Source: an optimization exercise on an open RTL-to-GDS flow (aim: small area, a short achievable clock period and few clock cycles). Production flows keep margins and buffers that such runs may drop. Only simulation tests tie the RTL to the original design; equivalence was not proved.

--- flow/config.mk ---
export PLATFORM = sky130hd
export DESIGN_NAME = neuron_pe
export DESIGN_NICKNAME = neuron_pe
export VERILOG_FILES = /design/flow/design.v
export SDC_FILE = /design/flow/constraint.sdc
export NUM_CORES = 4
export LEC_CHECK = 0
export ABC_AREA = 1
export CAP_MARGIN = 20
export CORE_MARGIN = 2
export CORE_UTILIZATION = 40
export SLEW_MARGIN = 20
--- flow/constraint.sdc ---
create_clock -name core_clock -period 22.0 [get_ports {clk}]
set_input_delay 4.4000 -clock core_clock [delete_from_list [all_inputs] [get_ports {clk}]]
set_output_delay 4.4000 -clock core_clock [all_outputs]
set_load 0.01 [all_outputs]
--- flow/design.v ---
module neuron_pe #(
    parameter int N     = 6,
    parameter int BITS  = 16,
    parameter int FRAC  = 8
) (
    input  logic                  clk,
    input  logic                  rst_n,
    input  logic                  load_w,
    input  logic                  start,
    input  logic                  bp,
    input  logic [1:0]            act_sel,
    input  logic [N*BITS-1:0]     x,
    input  logic [N*BITS-1:0]     w,
    input  logic [BITS-1:0]       b,
    input  logic [BITS-1:0]       dz_in,
    input  logic [BITS-1:0]       w_in,
    input  logic [BITS-1:0]       lr,
    output logic                  busy,
    output logic                  done,
    output logic [BITS-1:0]       y,
    output logic [(N+1)*BITS-1:0] w_out
);
    typedef logic signed [15:0] word_t;
    function automatic word_t sadd(input word_t a, input word_t c);
        logic signed [16:0] s;
        s = {a[15], a} + {c[15], c};
        if (s[16] != s[15])
            sadd = {s[16], {15{~s[16]}}};
        else
            sadd = s[15:0];
    endfunction
    function automatic word_t act_gate(input logic [1:0] a, input logic neg,
                                       input word_t v);
        act_gate = v;
        if (neg && (a != 2'b00)) begin
            if (a == 2'b10)
                act_gate = v >>> 3;
            else
                act_gate = '0;
        end
    endfunction
    logic         mode;        
    logic [3:0]   cnt;
    logic         zneg;
    logic [1:0]   act_r;
    word_t        store [0:6];
    word_t        xr    [0:5];
    word_t        lr_r;
    word_t        D;
    word_t        P;
    wire idle = ~busy;
    wire fwd  = busy & ~mode;
    wire bwd  = busy & mode;
    logic [2:0]   xi;          
    logic [2:0]   wi;          
    word_t        xsel, wsel, opa, opb, prod, s_in1, s_out;
    always_comb begin
        if (fwd) begin
            xi = cnt[2:0];
            wi = cnt[2:0] + 3'd1;
        end else begin
            xi = cnt[3:1] - 3'd1;
            wi = cnt[3:1] - 3'd1;
        end
        xsel = xr[0];
        for (int i = 1; i < 6; i++)
            if (xi == 3'(i)) xsel = xr[i];
        wsel = store[0];
        for (int k = 1; k < 7; k++)
            if (wi == 3'(k)) wsel = store[k];
        if (fwd) begin
            opa = xsel;
            opb = wsel;
        end else if (cnt == 4'd0) begin
            opa = P;
            opb = D;
        end else if (cnt == 4'd1) begin
            opa = lr_r;
            opb = D;
        end else if (cnt[0] == 1'b0) begin
            opa = xsel;
            opb = D;
        end else begin
            opa = lr_r;
            opb = P;
        end
        if (fwd)
            s_in1 = (cnt == 4'd1) ? store[0] : D;
        else
            s_in1 = wsel;
        s_out = sadd(s_in1, P);
    end
    np_pmul u_mul (.a(opa), .b(opb), .y(prod));
    always_ff @(posedge clk) begin
        if (idle) begin
            for (int i = 0; i < 6; i++)
                xr[i] <= x[i*16 +: 16];
            lr_r  <= lr;
            act_r <= act_sel;
            D     <= dz_in;
            P     <= w_in;
        end else begin
            P <= prod;
            if (fwd)
                D <= s_out;
            else if (cnt == 4'd0)
                D <= act_gate(act_r, zneg, prod);
        end
    end
    always_ff @(posedge clk or negedge rst_n) begin
        if (!rst_n) begin
            busy <= 1'b0;
            done <= 1'b0;
            mode <= 1'b0;
            cnt  <= '0;
            zneg <= 1'b0;
            y    <= '0;
            for (int k = 0; k < 7; k++)
                store[k] <= '0;
        end else begin
            done <= 1'b0;
            if (idle) begin
                cnt <= '0;
                if (load_w) begin
                    store[0] <= b;
                    for (int i = 0; i < 6; i++)
                        store[i + 1] <= w[i*16 +: 16];
                end else if (start) begin
                    busy <= 1'b1;
                    mode <= bp;
                end
            end else begin
                cnt <= cnt + 4'd1;
                if (done)
                    busy <= 1'b0;
                if (fwd && cnt == 4'd6) begin
                    y    <= act_gate(act_r, s_out[15], s_out);
                    zneg <= s_out[15];
                    done <= 1'b1;
                end
                if (bwd) begin
                    if (cnt[0] == 1'b0 && cnt >= 4'd2)
                        store[cnt[3:1] - 3'd1] <= s_out;
                    if (cnt == 4'd14)
                        done <= 1'b1;
                end
            end
        end
    end
    generate
        for (genvar k = 0; k <= 6; k++) begin : g_wout
            assign w_out[k*16 +: 16] = store[k];
        end
    endgenerate
endmodule
module np_pmul (
    input  logic [15:0] a,
    input  logic [15:0] b,
    output logic [15:0] y
);
    logic [16:0] bx;
    assign bx = {b, 1'b0};
    logic one0, two0, neg0;
    assign one0 = bx[1] ^ bx[0];
    assign two0 = (bx[2] & ~bx[1] & ~bx[0]) | (~bx[2] & bx[1] & bx[0]);
    assign neg0 = bx[2];
    logic [16:0] pp0;
    assign pp0[0] = ((one0 & a[0]) | (two0 & 1'b0)) ^ neg0;
    assign pp0[1] = ((one0 & a[1]) | (two0 & a[0])) ^ neg0;
    assign pp0[2] = ((one0 & a[2]) | (two0 & a[1])) ^ neg0;
    assign pp0[3] = ((one0 & a[3]) | (two0 & a[2])) ^ neg0;
    assign pp0[4] = ((one0 & a[4]) | (two0 & a[3])) ^ neg0;
    assign pp0[5] = ((one0 & a[5]) | (two0 & a[4])) ^ neg0;
    assign pp0[6] = ((one0 & a[6]) | (two0 & a[5])) ^ neg0;
    assign pp0[7] = ((one0 & a[7]) | (two0 & a[6])) ^ neg0;
    assign pp0[8] = ((one0 & a[8]) | (two0 & a[7])) ^ neg0;
    assign pp0[9] = ((one0 & a[9]) | (two0 & a[8])) ^ neg0;
    assign pp0[10] = ((one0 & a[10]) | (two0 & a[9])) ^ neg0;
    assign pp0[11] = ((one0 & a[11]) | (two0 & a[10])) ^ neg0;
    assign pp0[12] = ((one0 & a[12]) | (two0 & a[11])) ^ neg0;
    assign pp0[13] = ((one0 & a[13]) | (two0 & a[12])) ^ neg0;
    assign pp0[14] = ((one0 & a[14]) | (two0 & a[13])) ^ neg0;
    assign pp0[15] = ((one0 & a[15]) | (two0 & a[14])) ^ neg0;
    assign pp0[16] = ((one0 & a[15]) | (two0 & a[15])) ^ neg0;
    logic one1, two1, neg1;
    assign one1 = bx[3] ^ bx[2];
    assign two1 = (bx[4] & ~bx[3] & ~bx[2]) | (~bx[4] & bx[3] & bx[2]);
    assign neg1 = bx[4];
    logic [16:0] pp1;
    assign pp1[0] = ((one1 & a[0]) | (two1 & 1'b0)) ^ neg1;
    assign pp1[1] = ((one1 & a[1]) | (two1 & a[0])) ^ neg1;
    assign pp1[2] = ((one1 & a[2]) | (two1 & a[1])) ^ neg1;
    assign pp1[3] = ((one1 & a[3]) | (two1 & a[2])) ^ neg1;
    assign pp1[4] = ((one1 & a[4]) | (two1 & a[3])) ^ neg1;
    assign pp1[5] = ((one1 & a[5]) | (two1 & a[4])) ^ neg1;
    assign pp1[6] = ((one1 & a[6]) | (two1 & a[5])) ^ neg1;
    assign pp1[7] = ((one1 & a[7]) | (two1 & a[6])) ^ neg1;
    assign pp1[8] = ((one1 & a[8]) | (two1 & a[7])) ^ neg1;
    assign pp1[9] = ((one1 & a[9]) | (two1 & a[8])) ^ neg1;
    assign pp1[10] = ((one1 & a[10]) | (two1 & a[9])) ^ neg1;
    assign pp1[11] = ((one1 & a[11]) | (two1 & a[10])) ^ neg1;
    assign pp1[12] = ((one1 & a[12]) | (two1 & a[11])) ^ neg1;
    assign pp1[13] = ((one1 & a[13]) | (two1 & a[12])) ^ neg1;
    assign pp1[14] = ((one1 & a[14]) | (two1 & a[13])) ^ neg1;
    assign pp1[15] = ((one1 & a[15]) | (two1 & a[14])) ^ neg1;
    assign pp1[16] = ((one1 & a[15]) | (two1 & a[15])) ^ neg1;
    logic one2, two2, neg2;
    assign one2 = bx[5] ^ bx[4];
    assign two2 = (bx[6] & ~bx[5] & ~bx[4]) | (~bx[6] & bx[5] & bx[4]);
    assign neg2 = bx[6];
    logic [16:0] pp2;
    assign pp2[0] = ((one2 & a[0]) | (two2 & 1'b0)) ^ neg2;
    assign pp2[1] = ((one2 & a[1]) | (two2 & a[0])) ^ neg2;
    assign pp2[2] = ((one2 & a[2]) | (two2 & a[1])) ^ neg2;
    assign pp2[3] = ((one2 & a[3]) | (two2 & a[2])) ^ neg2;
    assign pp2[4] = ((one2 & a[4]) | (two2 & a[3])) ^ neg2;
    assign pp2[5] = ((one2 & a[5]) | (two2 & a[4])) ^ neg2;
    assign pp2[6] = ((one2 & a[6]) | (two2 & a[5])) ^ neg2;
    assign pp2[7] = ((one2 & a[7]) | (two2 & a[6])) ^ neg2;
    assign pp2[8] = ((one2 & a[8]) | (two2 & a[7])) ^ neg2;
    assign pp2[9] = ((one2 & a[9]) | (two2 & a[8])) ^ neg2;
    assign pp2[10] = ((one2 & a[10]) | (two2 & a[9])) ^ neg2;
    assign pp2[11] = ((one2 & a[11]) | (two2 & a[10])) ^ neg2;
    assign pp2[12] = ((one2 & a[12]) | (two2 & a[11])) ^ neg2;
    assign pp2[13] = ((one2 & a[13]) | (two2 & a[12])) ^ neg2;
    assign pp2[14] = ((one2 & a[14]) | (two2 & a[13])) ^ neg2;
    assign pp2[15] = ((one2 & a[15]) | (two2 & a[14])) ^ neg2;
    assign pp2[16] = ((one2 & a[15]) | (two2 & a[15])) ^ neg2;
    logic one3, two3, neg3;
    assign one3 = bx[7] ^ bx[6];
    assign two3 = (bx[8] & ~bx[7] & ~bx[6]) | (~bx[8] & bx[7] & bx[6]);
    assign neg3 = bx[8];
    logic [16:0] pp3;
    assign pp3[0] = ((one3 & a[0]) | (two3 & 1'b0)) ^ neg3;
    assign pp3[1] = ((one3 & a[1]) | (two3 & a[0])) ^ neg3;
    assign pp3[2] = ((one3 & a[2]) | (two3 & a[1])) ^ neg3;
    assign pp3[3] = ((one3 & a[3]) | (two3 & a[2])) ^ neg3;
    assign pp3[4] = ((one3 & a[4]) | (two3 & a[3])) ^ neg3;
    assign pp3[5] = ((one3 & a[5]) | (two3 & a[4])) ^ neg3;
    assign pp3[6] = ((one3 & a[6]) | (two3 & a[5])) ^ neg3;
    assign pp3[7] = ((one3 & a[7]) | (two3 & a[6])) ^ neg3;
    assign pp3[8] = ((one3 & a[8]) | (two3 & a[7])) ^ neg3;
    assign pp3[9] = ((one3 & a[9]) | (two3 & a[8])) ^ neg3;
    assign pp3[10] = ((one3 & a[10]) | (two3 & a[9])) ^ neg3;
    assign pp3[11] = ((one3 & a[11]) | (two3 & a[10])) ^ neg3;
    assign pp3[12] = ((one3 & a[12]) | (two3 & a[11])) ^ neg3;
    assign pp3[13] = ((one3 & a[13]) | (two3 & a[12])) ^ neg3;
    assign pp3[14] = ((one3 & a[14]) | (two3 & a[13])) ^ neg3;
    assign pp3[15] = ((one3 & a[15]) | (two3 & a[14])) ^ neg3;
    assign pp3[16] = ((one3 & a[15]) | (two3 & a[15])) ^ neg3;
    logic one4, two4, neg4;
    assign one4 = bx[9] ^ bx[8];
    assign two4 = (bx[10] & ~bx[9] & ~bx[8]) | (~bx[10] & bx[9] & bx[8]);
    assign neg4 = bx[10];
    logic [16:0] pp4;
    assign pp4[0] = ((one4 & a[0]) | (two4 & 1'b0)) ^ neg4;
    assign pp4[1] = ((one4 & a[1]) | (two4 & a[0])) ^ neg4;
    assign pp4[2] = ((one4 & a[2]) | (two4 & a[1])) ^ neg4;
    assign pp4[3] = ((one4 & a[3]) | (two4 & a[2])) ^ neg4;
    assign pp4[4] = ((one4 & a[4]) | (two4 & a[3])) ^ neg4;
    assign pp4[5] = ((one4 & a[5]) | (two4 & a[4])) ^ neg4;
    assign pp4[6] = ((one4 & a[6]) | (two4 & a[5])) ^ neg4;
    assign pp4[7] = ((one4 & a[7]) | (two4 & a[6])) ^ neg4;
    assign pp4[8] = ((one4 & a[8]) | (two4 & a[7])) ^ neg4;
    assign pp4[9] = ((one4 & a[9]) | (two4 & a[8])) ^ neg4;
    assign pp4[10] = ((one4 & a[10]) | (two4 & a[9])) ^ neg4;
    assign pp4[11] = ((one4 & a[11]) | (two4 & a[10])) ^ neg4;
    assign pp4[12] = ((one4 & a[12]) | (two4 & a[11])) ^ neg4;
    assign pp4[13] = ((one4 & a[13]) | (two4 & a[12])) ^ neg4;
    assign pp4[14] = ((one4 & a[14]) | (two4 & a[13])) ^ neg4;
    assign pp4[15] = ((one4 & a[15]) | (two4 & a[14])) ^ neg4;
    assign pp4[16] = ((one4 & a[15]) | (two4 & a[15])) ^ neg4;
    logic one5, two5, neg5;
    assign one5 = bx[11] ^ bx[10];
    assign two5 = (bx[12] & ~bx[11] & ~bx[10]) | (~bx[12] & bx[11] & bx[10]);
    assign neg5 = bx[12];
    logic [16:0] pp5;
    assign pp5[0] = ((one5 & a[0]) | (two5 & 1'b0)) ^ neg5;
    assign pp5[1] = ((one5 & a[1]) | (two5 & a[0])) ^ neg5;
    assign pp5[2] = ((one5 & a[2]) | (two5 & a[1])) ^ neg5;
    assign pp5[3] = ((one5 & a[3]) | (two5 & a[2])) ^ neg5;
    assign pp5[4] = ((one5 & a[4]) | (two5 & a[3])) ^ neg5;
    assign pp5[5] = ((one5 & a[5]) | (two5 & a[4])) ^ neg5;
    assign pp5[6] = ((one5 & a[6]) | (two5 & a[5])) ^ neg5;
    assign pp5[7] = ((one5 & a[7]) | (two5 & a[6])) ^ neg5;
    assign pp5[8] = ((one5 & a[8]) | (two5 & a[7])) ^ neg5;
    assign pp5[9] = ((one5 & a[9]) | (two5 & a[8])) ^ neg5;
    assign pp5[10] = ((one5 & a[10]) | (two5 & a[9])) ^ neg5;
    assign pp5[11] = ((one5 & a[11]) | (two5 & a[10])) ^ neg5;
    assign pp5[12] = ((one5 & a[12]) | (two5 & a[11])) ^ neg5;
    assign pp5[13] = ((one5 & a[13]) | (two5 & a[12])) ^ neg5;
    assign pp5[14] = ((one5 & a[14]) | (two5 & a[13])) ^ neg5;
    assign pp5[15] = ((one5 & a[15]) | (two5 & a[14])) ^ neg5;
    assign pp5[16] = ((one5 & a[15]) | (two5 & a[15])) ^ neg5;
    logic one6, two6, neg6;
    assign one6 = bx[13] ^ bx[12];
    assign two6 = (bx[14] & ~bx[13] & ~bx[12]) | (~bx[14] & bx[13] & bx[12]);
    assign neg6 = bx[14];
    logic [16:0] pp6;
    assign pp6[0] = ((one6 & a[0]) | (two6 & 1'b0)) ^ neg6;
    assign pp6[1] = ((one6 & a[1]) | (two6 & a[0])) ^ neg6;
    assign pp6[2] = ((one6 & a[2]) | (two6 & a[1])) ^ neg6;
    assign pp6[3] = ((one6 & a[3]) | (two6 & a[2])) ^ neg6;
    assign pp6[4] = ((one6 & a[4]) | (two6 & a[3])) ^ neg6;
    assign pp6[5] = ((one6 & a[5]) | (two6 & a[4])) ^ neg6;
    assign pp6[6] = ((one6 & a[6]) | (two6 & a[5])) ^ neg6;
    assign pp6[7] = ((one6 & a[7]) | (two6 & a[6])) ^ neg6;
    assign pp6[8] = ((one6 & a[8]) | (two6 & a[7])) ^ neg6;
    assign pp6[9] = ((one6 & a[9]) | (two6 & a[8])) ^ neg6;
    assign pp6[10] = ((one6 & a[10]) | (two6 & a[9])) ^ neg6;
    assign pp6[11] = ((one6 & a[11]) | (two6 & a[10])) ^ neg6;
    assign pp6[12] = ((one6 & a[12]) | (two6 & a[11])) ^ neg6;
    assign pp6[13] = ((one6 & a[13]) | (two6 & a[12])) ^ neg6;
    assign pp6[14] = ((one6 & a[14]) | (two6 & a[13])) ^ neg6;
    assign pp6[15] = ((one6 & a[15]) | (two6 & a[14])) ^ neg6;
    assign pp6[16] = ((one6 & a[15]) | (two6 & a[15])) ^ neg6;
    logic one7, two7, neg7;
    assign one7 = bx[15] ^ bx[14];
    assign two7 = (bx[16] & ~bx[15] & ~bx[14]) | (~bx[16] & bx[15] & bx[14]);
    assign neg7 = bx[16];
    logic [16:0] pp7;
    assign pp7[0] = ((one7 & a[0]) | (two7 & 1'b0)) ^ neg7;
    assign pp7[1] = ((one7 & a[1]) | (two7 & a[0])) ^ neg7;
    assign pp7[2] = ((one7 & a[2]) | (two7 & a[1])) ^ neg7;
    assign pp7[3] = ((one7 & a[3]) | (two7 & a[2])) ^ neg7;
    assign pp7[4] = ((one7 & a[4]) | (two7 & a[3])) ^ neg7;
    assign pp7[5] = ((one7 & a[5]) | (two7 & a[4])) ^ neg7;
    assign pp7[6] = ((one7 & a[6]) | (two7 & a[5])) ^ neg7;
    assign pp7[7] = ((one7 & a[7]) | (two7 & a[6])) ^ neg7;
    assign pp7[8] = ((one7 & a[8]) | (two7 & a[7])) ^ neg7;
    assign pp7[9] = ((one7 & a[9]) | (two7 & a[8])) ^ neg7;
    assign pp7[10] = ((one7 & a[10]) | (two7 & a[9])) ^ neg7;
    assign pp7[11] = ((one7 & a[11]) | (two7 & a[10])) ^ neg7;
    assign pp7[12] = ((one7 & a[12]) | (two7 & a[11])) ^ neg7;
    assign pp7[13] = ((one7 & a[13]) | (two7 & a[12])) ^ neg7;
    assign pp7[14] = ((one7 & a[14]) | (two7 & a[13])) ^ neg7;
    assign pp7[15] = ((one7 & a[15]) | (two7 & a[14])) ^ neg7;
    assign pp7[16] = ((one7 & a[15]) | (two7 & a[15])) ^ neg7;
    logic t1;
    logic t2;
    assign t1 = pp0[10] ^ pp1[8];
    assign t2 = pp0[10] & pp1[8];
    logic t3;
    logic t4;
    assign t3 = pp0[11] ^ pp1[9];
    assign t4 = pp0[11] & pp1[9];
    logic t5;
    logic t6;
    assign t5 = pp0[12] ^ pp1[10] ^ pp2[8];
    assign t6 = (pp0[12] & pp1[10]) | (pp0[12] & pp2[8]) | (pp1[10] & pp2[8]);
    logic t7;
    logic t8;
    assign t7 = pp3[6] ^ pp4[4];
    assign t8 = pp3[6] & pp4[4];
    logic t9;
    logic t10;
    assign t9 = pp0[13] ^ pp1[11] ^ pp2[9];
    assign t10 = (pp0[13] & pp1[11]) | (pp0[13] & pp2[9]) | (pp1[11] & pp2[9]);
    logic t11;
    logic t12;
    assign t11 = pp3[7] ^ pp4[5];
    assign t12 = pp3[7] & pp4[5];
    logic t13;
    logic t14;
    assign t13 = pp0[14] ^ pp1[12] ^ pp2[10];
    assign t14 = (pp0[14] & pp1[12]) | (pp0[14] & pp2[10]) | (pp1[12] & pp2[10]);
    logic t15;
    logic t16;
    assign t15 = pp3[8] ^ pp4[6] ^ pp5[4];
    assign t16 = (pp3[8] & pp4[6]) | (pp3[8] & pp5[4]) | (pp4[6] & pp5[4]);
    logic t17;
    logic t18;
    assign t17 = pp6[2] ^ pp7[0];
    assign t18 = pp6[2] & pp7[0];
    logic t19;
    logic t20;
    assign t19 = pp0[15] ^ pp1[13] ^ pp2[11];
    assign t20 = (pp0[15] & pp1[13]) | (pp0[15] & pp2[11]) | (pp1[13] & pp2[11]);
    logic t21;
    logic t22;
    assign t21 = pp3[9] ^ pp4[7] ^ pp5[5];
    assign t22 = (pp3[9] & pp4[7]) | (pp3[9] & pp5[5]) | (pp4[7] & pp5[5]);
    logic t23;
    logic t24;
    assign t23 = pp6[3] ^ pp7[1];
    assign t24 = pp6[3] & pp7[1];
    logic t25;
    logic t26;
    assign t25 = ~pp0[16] ^ pp1[14] ^ pp2[12];
    assign t26 = (~pp0[16] & pp1[14]) | (~pp0[16] & pp2[12]) | (pp1[14] & pp2[12]);
    logic t27;
    logic t28;
    assign t27 = pp3[10] ^ pp4[8] ^ pp5[6];
    assign t28 = (pp3[10] & pp4[8]) | (pp3[10] & pp5[6]) | (pp4[8] & pp5[6]);
    logic t29;
    logic t30;
    assign t29 = pp6[4] ^ pp7[2] ^ 1'b1;
    assign t30 = (pp6[4] & pp7[2]) | (pp6[4] & 1'b1) | (pp7[2] & 1'b1);
    logic t31;
    logic t32;
    assign t31 = pp1[15] ^ pp2[13] ^ pp3[11];
    assign t32 = (pp1[15] & pp2[13]) | (pp1[15] & pp3[11]) | (pp2[13] & pp3[11]);
    logic t33;
    logic t34;
    assign t33 = pp4[9] ^ pp5[7] ^ pp6[5];
    assign t34 = (pp4[9] & pp5[7]) | (pp4[9] & pp6[5]) | (pp5[7] & pp6[5]);
    logic t35;
    logic t36;
    assign t35 = pp7[3] ^ 1'b1;
    assign t36 = pp7[3] & 1'b1;
    logic t37;
    logic t38;
    assign t37 = ~pp1[16] ^ pp2[14] ^ pp3[12];
    assign t38 = (~pp1[16] & pp2[14]) | (~pp1[16] & pp3[12]) | (pp2[14] & pp3[12]);
    logic t39;
    logic t40;
    assign t39 = pp4[10] ^ pp5[8] ^ pp6[6];
    assign t40 = (pp4[10] & pp5[8]) | (pp4[10] & pp6[6]) | (pp5[8] & pp6[6]);
    logic t41;
    logic t42;
    assign t41 = pp2[15] ^ pp3[13] ^ pp4[11];
    assign t42 = (pp2[15] & pp3[13]) | (pp2[15] & pp4[11]) | (pp3[13] & pp4[11]);
    logic t43;
    logic t44;
    assign t43 = pp5[9] ^ pp6[7];
    assign t44 = pp5[9] & pp6[7];
    logic t45;
    logic t46;
    assign t45 = ~pp2[16] ^ pp3[14] ^ pp4[12];
    assign t46 = (~pp2[16] & pp3[14]) | (~pp2[16] & pp4[12]) | (pp3[14] & pp4[12]);
    logic t47;
    logic t48;
    assign t47 = pp3[15] ^ pp4[13];
    assign t48 = pp3[15] & pp4[13];
    logic t49;
    logic t50;
    assign t49 = pp0[6] ^ pp1[4];
    assign t50 = pp0[6] & pp1[4];
    logic t51;
    logic t52;
    assign t51 = pp0[7] ^ pp1[5];
    assign t52 = pp0[7] & pp1[5];
    logic t53;
    logic t54;
    assign t53 = pp0[8] ^ pp1[6] ^ pp2[4];
    assign t54 = (pp0[8] & pp1[6]) | (pp0[8] & pp2[4]) | (pp1[6] & pp2[4]);
    logic t55;
    logic t56;
    assign t55 = pp3[2] ^ pp4[0];
    assign t56 = pp3[2] & pp4[0];
    logic t57;
    logic t58;
    assign t57 = pp0[9] ^ pp1[7] ^ pp2[5];
    assign t58 = (pp0[9] & pp1[7]) | (pp0[9] & pp2[5]) | (pp1[7] & pp2[5]);
    logic t59;
    logic t60;
    assign t59 = pp3[3] ^ pp4[1];
    assign t60 = pp3[3] & pp4[1];
    logic t61;
    logic t62;
    assign t61 = t1 ^ pp2[6] ^ pp3[4];
    assign t62 = (t1 & pp2[6]) | (t1 & pp3[4]) | (pp2[6] & pp3[4]);
    logic t63;
    logic t64;
    assign t63 = pp4[2] ^ pp5[0] ^ neg5;
    assign t64 = (pp4[2] & pp5[0]) | (pp4[2] & neg5) | (pp5[0] & neg5);
    logic t65;
    logic t66;
    assign t65 = t2 ^ t3 ^ pp2[7];
    assign t66 = (t2 & t3) | (t2 & pp2[7]) | (t3 & pp2[7]);
    logic t67;
    logic t68;
    assign t67 = pp3[5] ^ pp4[3] ^ pp5[1];
    assign t68 = (pp3[5] & pp4[3]) | (pp3[5] & pp5[1]) | (pp4[3] & pp5[1]);
    logic t69;
    logic t70;
    assign t69 = t4 ^ t5 ^ t7;
    assign t70 = (t4 & t5) | (t4 & t7) | (t5 & t7);
    logic t71;
    logic t72;
    assign t71 = pp5[2] ^ pp6[0] ^ neg6;
    assign t72 = (pp5[2] & pp6[0]) | (pp5[2] & neg6) | (pp6[0] & neg6);
    logic t73;
    logic t74;
    assign t73 = t6 ^ t8 ^ t9;
    assign t74 = (t6 & t8) | (t6 & t9) | (t8 & t9);
    logic t75;
    logic t76;
    assign t75 = t11 ^ pp5[3] ^ pp6[1];
    assign t76 = (t11 & pp5[3]) | (t11 & pp6[1]) | (pp5[3] & pp6[1]);
    logic t77;
    logic t78;
    assign t77 = t10 ^ t12 ^ t13;
    assign t78 = (t10 & t12) | (t10 & t13) | (t12 & t13);
    logic t79;
    logic t80;
    assign t79 = t15 ^ t17 ^ neg7;
    assign t80 = (t15 & t17) | (t15 & neg7) | (t17 & neg7);
    logic t81;
    logic t82;
    assign t81 = t14 ^ t16 ^ t18;
    assign t82 = (t14 & t16) | (t14 & t18) | (t16 & t18);
    logic t83;
    logic t84;
    assign t83 = t19 ^ t21 ^ t23;
    assign t84 = (t19 & t21) | (t19 & t23) | (t21 & t23);
    logic t85;
    logic t86;
    assign t85 = t20 ^ t22 ^ t24;
    assign t86 = (t20 & t22) | (t20 & t24) | (t22 & t24);
    logic t87;
    logic t88;
    assign t87 = t25 ^ t27 ^ t29;
    assign t88 = (t25 & t27) | (t25 & t29) | (t27 & t29);
    logic t89;
    logic t90;
    assign t89 = t26 ^ t28 ^ t30;
    assign t90 = (t26 & t28) | (t26 & t30) | (t28 & t30);
    logic t91;
    logic t92;
    assign t91 = t31 ^ t33 ^ t35;
    assign t92 = (t31 & t33) | (t31 & t35) | (t33 & t35);
    logic t93;
    logic t94;
    assign t93 = t32 ^ t34 ^ t36;
    assign t94 = (t32 & t34) | (t32 & t36) | (t34 & t36);
    logic t95;
    logic t96;
    assign t95 = t37 ^ t39 ^ pp7[4];
    assign t96 = (t37 & t39) | (t37 & pp7[4]) | (t39 & pp7[4]);
    logic t97;
    logic t98;
    assign t97 = t38 ^ t40 ^ t41;
    assign t98 = (t38 & t40) | (t38 & t41) | (t40 & t41);
    logic t99;
    logic t100;
    assign t99 = t43 ^ pp7[5] ^ 1'b1;
    assign t100 = (t43 & pp7[5]) | (t43 & 1'b1) | (pp7[5] & 1'b1);
    logic t101;
    logic t102;
    assign t101 = t42 ^ t44 ^ t45;
    assign t102 = (t42 & t44) | (t42 & t45) | (t44 & t45);
    logic t103;
    logic t104;
    assign t103 = pp5[10] ^ pp6[8] ^ pp7[6];
    assign t104 = (pp5[10] & pp6[8]) | (pp5[10] & pp7[6]) | (pp6[8] & pp7[6]);
    logic t105;
    logic t106;
    assign t105 = t46 ^ t47 ^ pp5[11];
    assign t106 = (t46 & t47) | (t46 & pp5[11]) | (t47 & pp5[11]);
    logic t107;
    logic t108;
    assign t107 = pp6[9] ^ pp7[7] ^ 1'b1;
    assign t108 = (pp6[9] & pp7[7]) | (pp6[9] & 1'b1) | (pp7[7] & 1'b1);
    logic t109;
    logic t110;
    assign t109 = t48 ^ ~pp3[16] ^ pp4[14];
    assign t110 = (t48 & ~pp3[16]) | (t48 & pp4[14]) | (~pp3[16] & pp4[14]);
    logic t111;
    logic t112;
    assign t111 = pp5[12] ^ pp6[10] ^ pp7[8];
    assign t112 = (pp5[12] & pp6[10]) | (pp5[12] & pp7[8]) | (pp6[10] & pp7[8]);
    logic t113;
    logic t114;
    assign t113 = pp4[15] ^ pp5[13] ^ pp6[11];
    assign t114 = (pp4[15] & pp5[13]) | (pp4[15] & pp6[11]) | (pp5[13] & pp6[11]);
    logic t115;
    logic t116;
    assign t115 = pp7[9] ^ 1'b1;
    assign t116 = pp7[9] & 1'b1;
    logic t117;
    logic t118;
    assign t117 = ~pp4[16] ^ pp5[14] ^ pp6[12];
    assign t118 = (~pp4[16] & pp5[14]) | (~pp4[16] & pp6[12]) | (pp5[14] & pp6[12]);
    logic t119;
    logic t120;
    assign t119 = pp5[15] ^ pp6[13];
    assign t120 = pp5[15] & pp6[13];
    logic t121;
    logic t122;
    assign t121 = pp0[4] ^ pp1[2];
    assign t122 = pp0[4] & pp1[2];
    logic t123;
    logic t124;
    assign t123 = pp0[5] ^ pp1[3];
    assign t124 = pp0[5] & pp1[3];
    logic t125;
    logic t126;
    assign t125 = t49 ^ pp2[2] ^ pp3[0];
    assign t126 = (t49 & pp2[2]) | (t49 & pp3[0]) | (pp2[2] & pp3[0]);
    logic t127;
    logic t128;
    assign t127 = t50 ^ t51 ^ pp2[3];
    assign t128 = (t50 & t51) | (t50 & pp2[3]) | (t51 & pp2[3]);
    logic t129;
    logic t130;
    assign t129 = t52 ^ t53 ^ t55;
    assign t130 = (t52 & t53) | (t52 & t55) | (t53 & t55);
    logic t131;
    logic t132;
    assign t131 = t54 ^ t56 ^ t57;
    assign t132 = (t54 & t56) | (t54 & t57) | (t56 & t57);
    logic t133;
    logic t134;
    assign t133 = t58 ^ t60 ^ t61;
    assign t134 = (t58 & t60) | (t58 & t61) | (t60 & t61);
    logic t135;
    logic t136;
    assign t135 = t62 ^ t64 ^ t65;
    assign t136 = (t62 & t64) | (t62 & t65) | (t64 & t65);
    logic t137;
    logic t138;
    assign t137 = t66 ^ t68 ^ t69;
    assign t138 = (t66 & t68) | (t66 & t69) | (t68 & t69);
    logic t139;
    logic t140;
    assign t139 = t70 ^ t72 ^ t73;
    assign t140 = (t70 & t72) | (t70 & t73) | (t72 & t73);
    logic t141;
    logic t142;
    assign t141 = t74 ^ t76 ^ t77;
    assign t142 = (t74 & t76) | (t74 & t77) | (t76 & t77);
    logic t143;
    logic t144;
    assign t143 = t78 ^ t80 ^ t81;
    assign t144 = (t78 & t80) | (t78 & t81) | (t80 & t81);
    logic t145;
    logic t146;
    assign t145 = t82 ^ t84 ^ t85;
    assign t146 = (t82 & t84) | (t82 & t85) | (t84 & t85);
    logic t147;
    logic t148;
    assign t147 = t86 ^ t88 ^ t89;
    assign t148 = (t86 & t88) | (t86 & t89) | (t88 & t89);
    logic t149;
    logic t150;
    assign t149 = t90 ^ t92 ^ t93;
    assign t150 = (t90 & t92) | (t90 & t93) | (t92 & t93);
    logic t151;
    logic t152;
    assign t151 = t94 ^ t96 ^ t97;
    assign t152 = (t94 & t96) | (t94 & t97) | (t96 & t97);
    logic t153;
    logic t154;
    assign t153 = t98 ^ t100 ^ t101;
    assign t154 = (t98 & t100) | (t98 & t101) | (t100 & t101);
    logic t155;
    logic t156;
    assign t155 = t102 ^ t104 ^ t105;
    assign t156 = (t102 & t104) | (t102 & t105) | (t104 & t105);
    logic t157;
    logic t158;
    assign t157 = t106 ^ t108 ^ t109;
    assign t158 = (t106 & t108) | (t106 & t109) | (t108 & t109);
    logic t159;
    logic t160;
    assign t159 = t110 ^ t112 ^ t113;
    assign t160 = (t110 & t112) | (t110 & t113) | (t112 & t113);
    logic t161;
    logic t162;
    assign t161 = t114 ^ t116 ^ t117;
    assign t162 = (t114 & t116) | (t114 & t117) | (t116 & t117);
    logic t163;
    logic t164;
    assign t163 = t118 ^ t119 ^ pp7[11];
    assign t164 = (t118 & t119) | (t118 & pp7[11]) | (t119 & pp7[11]);
    logic t165;
    logic t166;
    assign t165 = t120 ^ ~pp5[16] ^ pp6[14];
    assign t166 = (t120 & ~pp5[16]) | (t120 & pp6[14]) | (~pp5[16] & pp6[14]);
    logic t167;
    logic t168;
    assign t167 = pp6[15] ^ pp7[13];
    assign t168 = pp6[15] & pp7[13];
    logic t169;
    logic t170;
    assign t169 = pp0[2] ^ pp1[0];
    assign t170 = pp0[2] & pp1[0];
    logic t171;
    logic t172;
    assign t171 = pp0[3] ^ pp1[1];
    assign t172 = pp0[3] & pp1[1];
    logic t173;
    logic t174;
    assign t173 = t121 ^ pp2[0] ^ neg2;
    assign t174 = (t121 & pp2[0]) | (t121 & neg2) | (pp2[0] & neg2);
    logic t175;
    logic t176;
    assign t175 = t122 ^ t123 ^ pp2[1];
    assign t176 = (t122 & t123) | (t122 & pp2[1]) | (t123 & pp2[1]);
    logic t177;
    logic t178;
    assign t177 = t124 ^ t125 ^ neg3;
    assign t178 = (t124 & t125) | (t124 & neg3) | (t125 & neg3);
    logic t179;
    logic t180;
    assign t179 = t126 ^ t127 ^ pp3[1];
    assign t180 = (t126 & t127) | (t126 & pp3[1]) | (t127 & pp3[1]);
    logic t181;
    logic t182;
    assign t181 = t128 ^ t129 ^ neg4;
    assign t182 = (t128 & t129) | (t128 & neg4) | (t129 & neg4);
    logic t183;
    logic t184;
    assign t183 = t130 ^ t131 ^ t59;
    assign t184 = (t130 & t131) | (t130 & t59) | (t131 & t59);
    logic t185;
    logic t186;
    assign t185 = t132 ^ t133 ^ t63;
    assign t186 = (t132 & t133) | (t132 & t63) | (t133 & t63);
    logic t187;
    logic t188;
    assign t187 = t134 ^ t135 ^ t67;
    assign t188 = (t134 & t135) | (t134 & t67) | (t135 & t67);
    logic t189;
    logic t190;
    assign t189 = t136 ^ t137 ^ t71;
    assign t190 = (t136 & t137) | (t136 & t71) | (t137 & t71);
    logic t191;
    logic t192;
    assign t191 = t138 ^ t139 ^ t75;
    assign t192 = (t138 & t139) | (t138 & t75) | (t139 & t75);
    logic t193;
    logic t194;
    assign t193 = t140 ^ t141 ^ t79;
    assign t194 = (t140 & t141) | (t140 & t79) | (t141 & t79);
    logic t195;
    logic t196;
    assign t195 = t142 ^ t143 ^ t83;
    assign t196 = (t142 & t143) | (t142 & t83) | (t143 & t83);
    logic t197;
    logic t198;
    assign t197 = t144 ^ t145 ^ t87;
    assign t198 = (t144 & t145) | (t144 & t87) | (t145 & t87);
    logic t199;
    logic t200;
    assign t199 = t146 ^ t147 ^ t91;
    assign t200 = (t146 & t147) | (t146 & t91) | (t147 & t91);
    logic t201;
    logic t202;
    assign t201 = t148 ^ t149 ^ t95;
    assign t202 = (t148 & t149) | (t148 & t95) | (t149 & t95);
    logic t203;
    logic t204;
    assign t203 = t150 ^ t151 ^ t99;
    assign t204 = (t150 & t151) | (t150 & t99) | (t151 & t99);
    logic t205;
    logic t206;
    assign t205 = t152 ^ t153 ^ t103;
    assign t206 = (t152 & t153) | (t152 & t103) | (t153 & t103);
    logic t207;
    logic t208;
    assign t207 = t154 ^ t155 ^ t107;
    assign t208 = (t154 & t155) | (t154 & t107) | (t155 & t107);
    logic t209;
    logic t210;
    assign t209 = t156 ^ t157 ^ t111;
    assign t210 = (t156 & t157) | (t156 & t111) | (t157 & t111);
    logic t211;
    logic t212;
    assign t211 = t158 ^ t159 ^ t115;
    assign t212 = (t158 & t159) | (t158 & t115) | (t159 & t115);
    logic t213;
    logic t214;
    assign t213 = t160 ^ t161 ^ pp7[10];
    assign t214 = (t160 & t161) | (t160 & pp7[10]) | (t161 & pp7[10]);
    logic t215;
    logic t216;
    assign t215 = t162 ^ t163 ^ 1'b1;
    assign t216 = (t162 & t163) | (t162 & 1'b1) | (t163 & 1'b1);
    logic t217;
    logic t218;
    assign t217 = t164 ^ t165 ^ pp7[12];
    assign t218 = (t164 & t165) | (t164 & pp7[12]) | (t165 & pp7[12]);
    logic t219;
    logic t220;
    assign t219 = t166 ^ t167 ^ 1'b1;
    assign t220 = (t166 & t167) | (t166 & 1'b1) | (t167 & 1'b1);
    logic t221;
    logic t222;
    assign t221 = t168 ^ ~pp6[16] ^ pp7[14];
    assign t222 = (t168 & ~pp6[16]) | (t168 & pp7[14]) | (~pp6[16] & pp7[14]);
    logic t223;
    logic t224;
    assign t223 = pp7[15] ^ 1'b1;
    assign t224 = pp7[15] & 1'b1;
    logic [31:0] s0, s1, p;
    assign s0 = {1'b1, t224, t222, t220, t218, t216, t214, t212, t210, t208, t206, t204, t202, t200, t198, t196, t194, t192, t190, t188, t186, t184, t182, t180, t178, t176, t174, t172, t170, t169, pp0[1], pp0[0]};
    assign s1 = {1'b0, ~pp7[16], t223, t221, t219, t217, t215, t213, t211, t209, t207, t205, t203, t201, t199, t197, t195, t193, t191, t189, t187, t185, t183, t181, t179, t177, t175, t173, t171, neg1, 1'b0, neg0};
    assign p = s0 + s1;
    wire ovf = ~((&p[31:23]) | ~(|p[31:23]));
    assign y = ovf ? {p[31], {15{~p[31]}}} : p[23:8];
endmodule
--- flow/run.sh ---
#!/bin/bash
# synth_recipe.tcl (not shown) runs the flow's synth.tcl, then flattens the netlist and writes it again
# the make line also repeats each setting of config.mk as NAME=value (left out here)
make -C /OpenROAD-flow-scripts/flow DESIGN_CONFIG=/design/flow/config.mk WORK_HOME=/design/flow/orfs CLKGATE_MAP_FILE= SYNTH_SCRIPT=/design/flow/synth_recipe.tcl finish
==> reports/qor.yml, run 1 <==
placement:
  pre_cts_ws_ns: 10.41
  io_buffers: 392
  dp_hpwl_um: 71700
  finalWeightedCongestion: 0.989
timing:
  period_minus_slack_ns: 11.93
  skew_ns: 0.0420
  setup_violations: 0
  hold_viol: 0
  worst_pin_slew_ns: 1.02
  drv_slew: 0
  max_freq_ghz: 0.0838
  tns_ns: 0
  rsz0062_at_grt: "no"
  slew_headroom_pct: 32.2
  worst_hold_slack_ns: 0.499
  finalWorstSetupSlack_ns: 10.07
  finalCritPeriodShare_pct: 54.2
finish:
  area_growth_pct: 26.5
  drive_gt1_share_pct: 5.53
  utilization_pct: 51.5
  fillerInstances: 5110
  fin_nets: 3419
synth:
  synth_nets: 3099
  synth_ff_type: "dfrtp_1"
  yosys.area_share.simple_pct: 14.7
  synth_compound_area_share_pct: 22.7
  ys_ff_latch: 282
  synth_top_family_by_area: "compound AO/OA/AOI/OAI gates"
  synth.distinct_cells: 59
  yosysSeqAreaShare_pct: 35.5
  synth_mux_area_share_pct: 0.146
  syn_area_um2: 21500
  avgSynthCellArea_um2: 8.02
  synth_xor_area_share_pct: 6.33
  netlist_instances: 2675
  synth_edf_count: 130
  synth_fa_ha_area_share_pct: 12.3
  yosysWarningCount: 3
  ys_async_sr_fraction_pct: 48.2
global_route:
  overflow: 0
  grt_pass1_vias: 21300
  antenna_found_initial: 10
  grt_max_degree: 95
  track_usage_pct: 32.1
  grt_pass1_wl_um: 135000
clock_network:
  cts.sinks: 282
  path_clk_slew_ns: 0.06
  clk_path_buf_depth: 3
  cts_inserted_buffers: 34
  insertion_delay_ns: 0.58
  hold_buffers: 0
  cts_tree: "yes"
  cts_root_buffer: "clkbuf_16"
  htree_levels: 2
  post_cts_resized: 0
  postCtsSetupBuffers: 0
route:
  viasPerCell: 5.86
  vias: 21800
  wl_um: 91000
  firstDrtPassIters: 7
  wl_per_cell_um: 24.5
  ant_nets: 0
  drtIter0Drc: 2280
  route.detailed.drc: 0
worst_setup_path:
  critPathKind: "reg2reg"
  critPathSlowestCell: "o21ai_0"
  worstPathMaxFanout: 83
  path_common_cell: "nand2_1"
  max_stage_delay_ns: 0.71
  r2r_start: "busy"
  cp-start-kind: "register"
  critPathArrivalTime_ns: 12.22
  required_ns: 22.29
  crit_path_start: "busy"
  cp-end-kind: "register"
floorplanning:
  io_pins: 393
  initial_core_util_pct: 40.7
  die_h_um: 236
  num_rows: 84
  die_w_um: 236
  die-area_um2: 55500
  core_area_um2: 52800
hold_path:
  hold_path.class: "reg2reg"
  hold_start: "y[11]"
outcome:
  outcome: "complete, no violations"
run:
  drv_cap: 0
cell families (layout without fill, tap and decap cells):
group / Yosys count / count (layout)
AOI/OAI and AO/OA: 862 / 862
and+or+nand+nor: 756 / 756
buffers and inverters: 456 / 802
DFF: 282 / 282
adders and majority gates: 161 / 161
xor gates and xnor gates: 155 / 155
muxes: 3 / 3
other: 0 / 7
critical path: cells and delay by family (launching register included):
family,cells,cell delay [ns]
fa+ha+maj,5,2.34
simple gates,21,2.90
flops,1,0.34
xor+xnor,1,0.23
buf+inv,8,2.21
compound gates,12,3.56
area by class of cell:
| class | count | area (µm²) | area share [%] |
|---|---|---|---|
| diodes | 7 | 17.5 | 0.0645 |
| clock buffers | 48 | 973 | 3.58 |
| clock inverters | 14 | 198 | 0.728 |
| inverters | 315 | 1190 | 4.38 |
| multi-input cells | 1937 | 12100 | 44.6 |
| flip-flops and latches | 282 | 7630 | 28.1 |
| well taps | 688 | 861 | 3.17 |
| repair buffers | 425 | 4180 | 15.4 |
state kept, by name, indices dropped and copies added, names as in the netlist:
name and count:
act_r 2, D 16, mode 1, done 1, P 16, cnt 4
store 112, y 16, xr 96, lr_r 16, busy 1, zneg 1
layout by cell type (no fill, tap or decap), drive strengths merged, types with 8 or more instances in the layout:
cell	n
a211oi	8
a21oi	352
a22oi	72
a31oi	27
buf	34
clkbuf	48
clkdlybuf4s50	391
clkinv	9
dfrtp	136
dfxtp	16
edfxtp	130
fa	84
ha	77
inv	315
nand2	488
nand3	83
nor2	148
nor3	15
o211ai	15
o21ai	232
o22ai	124
or2	13
xnor2	23
xor2	132
synth_stat cells (16+ instances only):
library cell  number  area, µm²
nand2_1          468       1760
a21oi_1          350       1750
inv_1            293       1100
o21ai_0          213       1070
nor2_1           143        537
dfrtp_1          136       3400
xor2_1           132       1160
edfxtp_1         130       3900
o22ai_1          124        776
clkbuf_1         107        402
fa_1              84       1680
nand3_1           80        400
ha_1              77        963
a22oi_1           72        541
a31oi_1           27        169
xnor2_1           23        201
buf_2             21        105
inv_2             19       71.3
dfxtp_1           16        320
nand2_2           16        100
routing by layer:
metal / up-vias / global-route usage, % / part of all wire [%]
li1: 9788 / - / -
met1: 10600 / 42.7 / 41
met2: 1224 / 51.1 / 45
met3: 213 / 6.74 / 9.5
met4: 6 / 13.0 / 4.4
met5: - / 0 / 0.046
stage by stage:
| stage | instance area, µm² | std cells |
|---|---|---|
| after floorplan | 21500 | 2675 |
| after global placement | 26000 | 3647 |
| after detailed placement | 26000 | 3647 |
| after CTS | 27100 | 3709 |
| after global routing | 27200 | 3716 |
| final | 27200 | 3716 |
final timing paths:
check | end | slack [ns] | depth (start not counted)
hold reg to reg | y[11] | 0.50 | 2
setup reg to reg | D[9] | 10.07 | 47
setup / recovery | D[9] | 10.07 | 47
min in group asynchronous | y[1] | 3.86 | 1
hold / removal | y[11] | 0.50 | 2
max in group asynchronous | store[4][5] | 16.75 | 2
Testbench counts, summed over its fixed seeds: cycles 10,008.
==> run 2: changes to the inputs <==
--- a/flow/design.v
+++ b/flow/design.v
@@ -41,2 +41,10 @@
     endfunction
+    function automatic word_t mux1h7(input logic [6:0] s, input word_t d0,
+                                     input word_t d1, input word_t d2,
+                                     input word_t d3, input word_t d4,
+                                     input word_t d5, input word_t d6);
+        mux1h7 = ({16{s[0]}} & d0) | ({16{s[1]}} & d1) | ({16{s[2]}} & d2) |
+                 ({16{s[3]}} & d3) | ({16{s[4]}} & d4) | ({16{s[5]}} & d5) |
+                 ({16{s[6]}} & d6);
+    endfunction
     logic         mode;        
@@ -50,2 +58,12 @@
     word_t        P;
+    logic [5:0]   sa_x;        
+    logic         sa_p;        
+    logic         sa_l;        
+    logic [5:0]   sb_w;        
+    logic         sb_d;        
+    logic         sb_p;        
+    logic [6:0]   su;          
+    logic         s0_b;        
+    logic         s0_d;        
+    logic         fin_f;       
     wire idle = ~busy;
@@ -53,42 +71,60 @@
     wire bwd  = busy & mode;
-    logic [2:0]   xi;          
-    logic [2:0]   wi;          
-    word_t        xsel, wsel, opa, opb, prod, s_in1, s_out;
+    word_t opa, opb, prod, s_in1, s_out;
+    always_comb begin
+        opa = mux1h7({sa_l, sa_x}, xr[0], xr[1], xr[2], xr[3], xr[4], xr[5], lr_r)
+            | ({16{sa_p}} & P);
+        opb = mux1h7({sb_d, sb_w}, store[1], store[2], store[3], store[4],
+                     store[5], store[6], D)
+            | ({16{sb_p}} & P);
+        s_in1 = mux1h7(su, store[0], store[1], store[2], store[3], store[4],
+                       store[5], store[6])
+              | ({16{s0_b}} & store[0]) | ({16{s0_d}} & D);
+        s_out = sadd(s_in1, P);
+    end
+    np_pmul u_mul (.a(opa), .b(opb), .y(prod));
+    logic       n_busy, n_mode, n_f, n_b, n_even;
+    logic [3:0] n_cnt;
     always_comb begin
-        if (fwd) begin
-            xi = cnt[2:0];
-            wi = cnt[2:0] + 3'd1;
+        if (idle) begin
+            n_cnt  = '0;
+            n_busy = start & ~load_w;
+            n_mode = bp;
         end else begin
-            xi = cnt[3:1] - 3'd1;
-            wi = cnt[3:1] - 3'd1;
+            n_cnt  = cnt + 4'd1;
+            n_busy = ~done;
+            n_mode = mode;
         end
-        xsel = xr[0];
-        for (int i = 1; i < 6; i++)
-            if (xi == 3'(i)) xsel = xr[i];
-        wsel = store[0];
-        for (int k = 1; k < 7; k++)
-            if (wi == 3'(k)) wsel = store[k];
-        if (fwd) begin
-            opa = xsel;
-            opb = wsel;
-        end else if (cnt == 4'd0) begin
-            opa = P;
-            opb = D;
-        end else if (cnt == 4'd1) begin
-            opa = lr_r;
-            opb = D;
-        end else if (cnt[0] == 1'b0) begin
-            opa = xsel;
-            opb = D;
+        n_f    = n_busy & ~n_mode;
+        n_b    = n_busy & n_mode;
+        n_even = (n_cnt[0] == 1'b0) && (n_cnt >= 4'd2);
+    end
+    always_ff @(posedge clk or negedge rst_n) begin
+        if (!rst_n) begin
+            sa_x  <= '0;
+            sa_p  <= 1'b0;
+            sa_l  <= 1'b0;
+            sb_w  <= '0;
+            sb_d  <= 1'b0;
+            sb_p  <= 1'b0;
+            su    <= '0;
+            s0_b  <= 1'b0;
+            s0_d  <= 1'b0;
+            fin_f <= 1'b0;
         end else begin
-            opa = lr_r;
-            opb = P;
+            for (int i = 0; i < 6; i++) begin
+                sa_x[i] <= (n_f && n_cnt == 4'(i)) ||
+                           (n_b && n_cnt == 4'(2 + 2*i));
+                sb_w[i] <= n_f && n_cnt == 4'(i);
+            end
+            for (int k = 0; k < 7; k++)
+                su[k] <= n_b && n_cnt == 4'(2 + 2*k);
+            sa_p  <= n_b && n_cnt == 4'd0;
+            sa_l  <= n_b && (n_cnt == 4'd1 || (n_cnt[0] && n_cnt >= 4'd3));
+            sb_d  <= n_b && (n_cnt <= 4'd1 || n_even);
+            sb_p  <= n_b && n_cnt[0] && n_cnt >= 4'd3;
+            s0_b  <= n_f && n_cnt == 4'd1;
+            s0_d  <= n_f && n_cnt != 4'd1;
+            fin_f <= n_f && n_cnt == 4'd6;
         end
-        if (fwd)
-            s_in1 = (cnt == 4'd1) ? store[0] : D;
-        else
-            s_in1 = wsel;
-        s_out = sadd(s_in1, P);
     end
-    np_pmul u_mul (.a(opa), .b(opb), .y(prod));
     always_ff @(posedge clk) begin
@@ -105,3 +141,3 @@
                 D <= s_out;
-            else if (cnt == 4'd0)
+            else if (sa_p)
                 D <= act_gate(act_r, zneg, prod);
@@ -120,29 +156,18 @@
         end else begin
-            done <= 1'b0;
-            if (idle) begin
-                cnt <= '0;
-                if (load_w) begin
-                    store[0] <= b;
-                    for (int i = 0; i < 6; i++)
-                        store[i + 1] <= w[i*16 +: 16];
-                end else if (start) begin
-                    busy <= 1'b1;
-                    mode <= bp;
-                end
-            end else begin
-                cnt <= cnt + 4'd1;
-                if (done)
-                    busy <= 1'b0;
-                if (fwd && cnt == 4'd6) begin
-                    y    <= act_gate(act_r, s_out[15], s_out);
-                    zneg <= s_out[15];
-                    done <= 1'b1;
-                end
-                if (bwd) begin
-                    if (cnt[0] == 1'b0 && cnt >= 4'd2)
-                        store[cnt[3:1] - 3'd1] <= s_out;
-                    if (cnt == 4'd14)
-                        done <= 1'b1;
-                end
+            busy <= n_busy;
+            mode <= n_mode;
+            cnt  <= n_cnt;
+            done <= fin_f || (bwd && cnt == 4'd14);
+            if (fin_f) begin
+                y    <= act_gate(act_r, s_out[15], s_out);
+                zneg <= s_out[15];
             end
+            if (idle && load_w) begin
+                store[0] <= b;
+                for (int i = 0; i < 6; i++)
+                    store[i + 1] <= w[i*16 +: 16];
+            end
+            for (int k = 0; k < 7; k++)
+                if (su[k])
+                    store[k] <= s_out;
         end
==> run 2 against run 1 <==
Critical endpoint is now D[8]. Fmax increased by 34%. Still clean on timing, DRC and antenna. Die area up 3.6%. Highest routed layer unchanged. Hold slack improved by 0.021 ns. Cell count is 2.6% higher. Largest cell class unchanged. Via count up 1.2%. Register-to-register slack better by 3.0 ns.
==> reports/qor.yml, run 2 <==
outcome:
  outcome: "complete, no violations"
finish:
  final_cells: 3813  # +2.6%
  fin_nets: 3456  # +1.1%
  reg.largest.list: "store x112, xr x96"
  regMostFlops: "store"
  mostFrequentLayoutCell: "nand2_1"
  final_cell_area_um2: 27900  # +2.8%
  largest_register_ff_count: 112  # unchanged
  drive_gt1_share_pct: 6.17  # +0.64 points
  layout_common_cells: "609 x nand2_1, 391 x clkdlybuf4s50_1, 359 x inv_1, 189 x o22ai_1, 161 x dfrtp_1"
  area_growth_pct: 25.5
global_route:
  grt_pass1_vias: 22300  # +4.4%
  antenna_found_initial: 3  # -7
  met2_usage_pct: 59.1  # +8.0 points
  grt-busiest-layer: "met2"
  grt_use_met1_pct: 44.4  # +1.7 points
  track_usage_pct: 35.8  # +3.6 points
  grt_max_degree: 87  # -8.4%
  grt_pass1_wl_um: 149000  # +10%
  use_met3_pct: 6.28  # -0.46 points
  overflow: 0  # unchanged
worst_setup_path:
  cp-start-kind: "register"
  path_common_cell: "nand2_1"
  cp-end-kind: "register"
  critPathKind: "reg2reg"
  crit_path_start: "sb_w[4]"
  r2r_start: "sb_w[4]"
  max_stage_delay_ns: 0.96  # +0.25 ns
  path_buf_inv: 4  # -4
  worstPathMaxFanout: 30  # -64%
  critPathArrivalTime_ns: 9.20  # -3.02 ns
  required_ns: 22.29  # about the same
  crit_family: "simple AND/OR/NAND/NOR gates"
  critPathSlowestCell: "nor4_4"
floorplanning:
  initial_core_util_pct: 40.4  # -0.23 points
  num_rows: 86  # +2.4%
  die_h_um: 240  # +1.8%
  die_w_um: 240  # +1.8%
  die-area_um2: 57500  # +3.6%
  core_area_um2: 55000  # +4.2%
  io_pins: 393  # unchanged
timing:
  worst_pin_slew_ns: 1.11  # +0.0935 ns
  hold_viol: 0  # unchanged
  setup_violations: 0  # unchanged
  slew_headroom_pct: 25.6  # -6.6 points
  tns_ns: 0  # unchanged
  rsz0062_at_grt: "no"
  worst_hold_slack_ns: 0.520  # +0.0211 ns
  max_freq_ghz: 0.112  # +34%
  drv_slew: 0  # unchanged
  period_minus_slack_ns: 8.90  # -3.03 ns
  finalCritPeriodShare_pct: 40.5  # -14 points
  skew_ns: 0.0256  # -0.0164 ns
route:
  ant_nets: 0  # unchanged
  vias: 22000  # +1.2%
  route.detailed.drc: 0  # unchanged
  wl_per_cell_um: 27.0  # +10%
  drtIter0Drc: 2393  # +5.0%
  viasPerCell: 5.78  # -1.4%
  wl_um: 103000  # +13%
  firstDrtPassIters: 6  # -1
clock_network:
  htree_levels: 2  # unchanged
  post_cts_resized: 0  # unchanged
  insertion_delay_ns: 0.56  # -0.02 ns
  postCtsSetupBuffers: 0  # unchanged
  cts.sinks: 307  # +8.9%
  cts_tree: "yes"
  path_clk_slew_ns: 0.06  # about the same
  clk_path_buf_depth: 3  # unchanged
  hold_buffers: 0  # unchanged
  cts_inserted_buffers: 35  # +2.9%
  cts_root_buffer: "clkbuf_16"
synth:
  synth_compound_area_share_pct: 16.7  # -6.1 points
  synth_edf_count: 130  # unchanged
  synth_nets: 3128  # +0.94%
  yosys.area_share.simple_pct: 19.3  # +4.6 points
  synth.distinct_cells: 60  # +1.7%
  ys_async_sr_fraction_pct: 52.4  # +4.2 points
  syn_area_um2: 22200  # +3.6%
  avgSynthCellArea_um2: 8.20  # +2.2%
  synth_area_leader_cell: "dfrtp_1"
  synthDominantCellAreaShare_pct: 18.1  # -0.072 points
  synth_mux_area_share_pct: 0  # -0.15 points
  synth_top_cells_by_area: "dfrtp_1 18%, edfxtp_1 18%, nand2_1 10%"
  netlist_instances: 2711  # +1.3%
  synth_ff_type: "dfrtp_1"
  yosysWarningCount: 3  # unchanged
  yosysSeqAreaShare_pct: 37.1  # +1.6 points
  yosysMostFrequentCell: "nand2_1"
  synth_fa_ha_area_share_pct: 11.5  # -0.82 points
  synth_xor_area_share_pct: 6.23  # -0.097 points
  synth_top_family_by_area: "simple AND/OR/NAND/NOR gates"
  ys_ff_latch: 307  # +8.9%
  synth_commonest_cells: "610 x nand2_1, 359 x inv_1, 189 x o22ai_1, 161 x dfrtp_1, 154 x nor2_1"
placement:
  placed_cells: 3749  # +2.8%
  dp_hpwl_um: 80800  # +13%
  dpl-instance-area_um2: 26800  # +3.2%
  io_buffers: 392  # unchanged
  finalWeightedCongestion: 0.964  # -2.5%
hold_path:
  hold_start: "y[15]"
  hold_path.class: "reg2reg"
run:
  drv_cap: 0  # unchanged
-- run 2: metrics by stage --
stage | utilization [%] | setup slack, ns
finish | 50.8 | 13.10
global route | 50.8 | 12.51
CTS | 50.7 | 12.95
detailed placement | 48.7 | 12.98
global placement | 48.7 | 12.88
floorplan | - | 15.41
-- run 2: logic make-up (layout without fill, tap and decap cells) --
group           after synthesis  in the layout
simple gates               1001           1001
buf+inv                     517            870
other cells                   0              1
xor+xnor                    156            156
flops                       307            307
fa+ha+maj                   154            154
compound gates              576            576
-- run 2: cell type report --
cell class | count | area [µm²]
antenna | 1 | 2.50
clock buffer | 52 | 981
clock inverter | 10 | 87.6
fill | 5240 | 27100
inverter | 380 | 1430
multi-input combinational | 1887 | 12000
sequential | 307 | 8250
tap | 748 | 936
timing repair buffer | 428 | 4220
-- run 2: path summary, 6_finish.rpt --
path	endpoint	slack (ns)	depth (start not counted)
worst min register to register	y[15]	0.52	2
worst max-delay path	D[8]	13.10	32
max in group asynchronous	done	16.82	3
min in group asynchronous	store[1][6]	3.93	1
worst min-delay path	y[15]	0.52	2
worst max register to register	D[8]	13.10	32
-- run 2: routing by layer --
layer | wire length [µm] | part of all wire, %
met3 | 8240 | 8.0
met4 | 6340 | 6.1
met2 | 48800 | 47
met5 | 12 | 0.012
met1 | 39700 | 39
-- run 2: worst register-to-register path, delay by kind of cell, from the launching register on --
| kind | cells | cell delay, ns |
|---|---|---|
| AO/OA/AOI/OAI | 6 | 1.27 |
| XOR/XNOR | 1 | 0.21 |
| adder cells (fa/ha/maj) | 5 | 2.56 |
| buffers and inverters | 4 | 0.65 |
| flip-flops | 1 | 0.57 |
| AND/OR/NAND/NOR | 16 | 3.41 |
Testbench counts of run 2, summed over its fixed seeds: cycles 10,008.

==> separate check: timing with driven ports <==
In the flow no input, the clock included, has a driving cell. The finished layouts below were timed again as built, in two steps. Step 1, drivers: a clkbuf_16 drives clk and a buf_2 each remaining input, both assumed. Step 2 moves the port delays by t, midway between the first and last clock arrival at a register: inputs arrive t later, outputs are due t later. That takes back most of the time a late clock gives input paths. a / b / c = ideal ports / drivers / drivers and shift; a / b = the first two.
run | t (ns) | slack for setup (ns) | latest minus earliest clock arrival (ns)
run 1 | 0.613 | 10.069 / 10.069 / 10.069 | 0.042 / 0.042
run 2 | 0.601 | 13.097 / 13.097 / 13.097 | 0.026 / 0.026
After both steps every run listed still meets setup and hold.
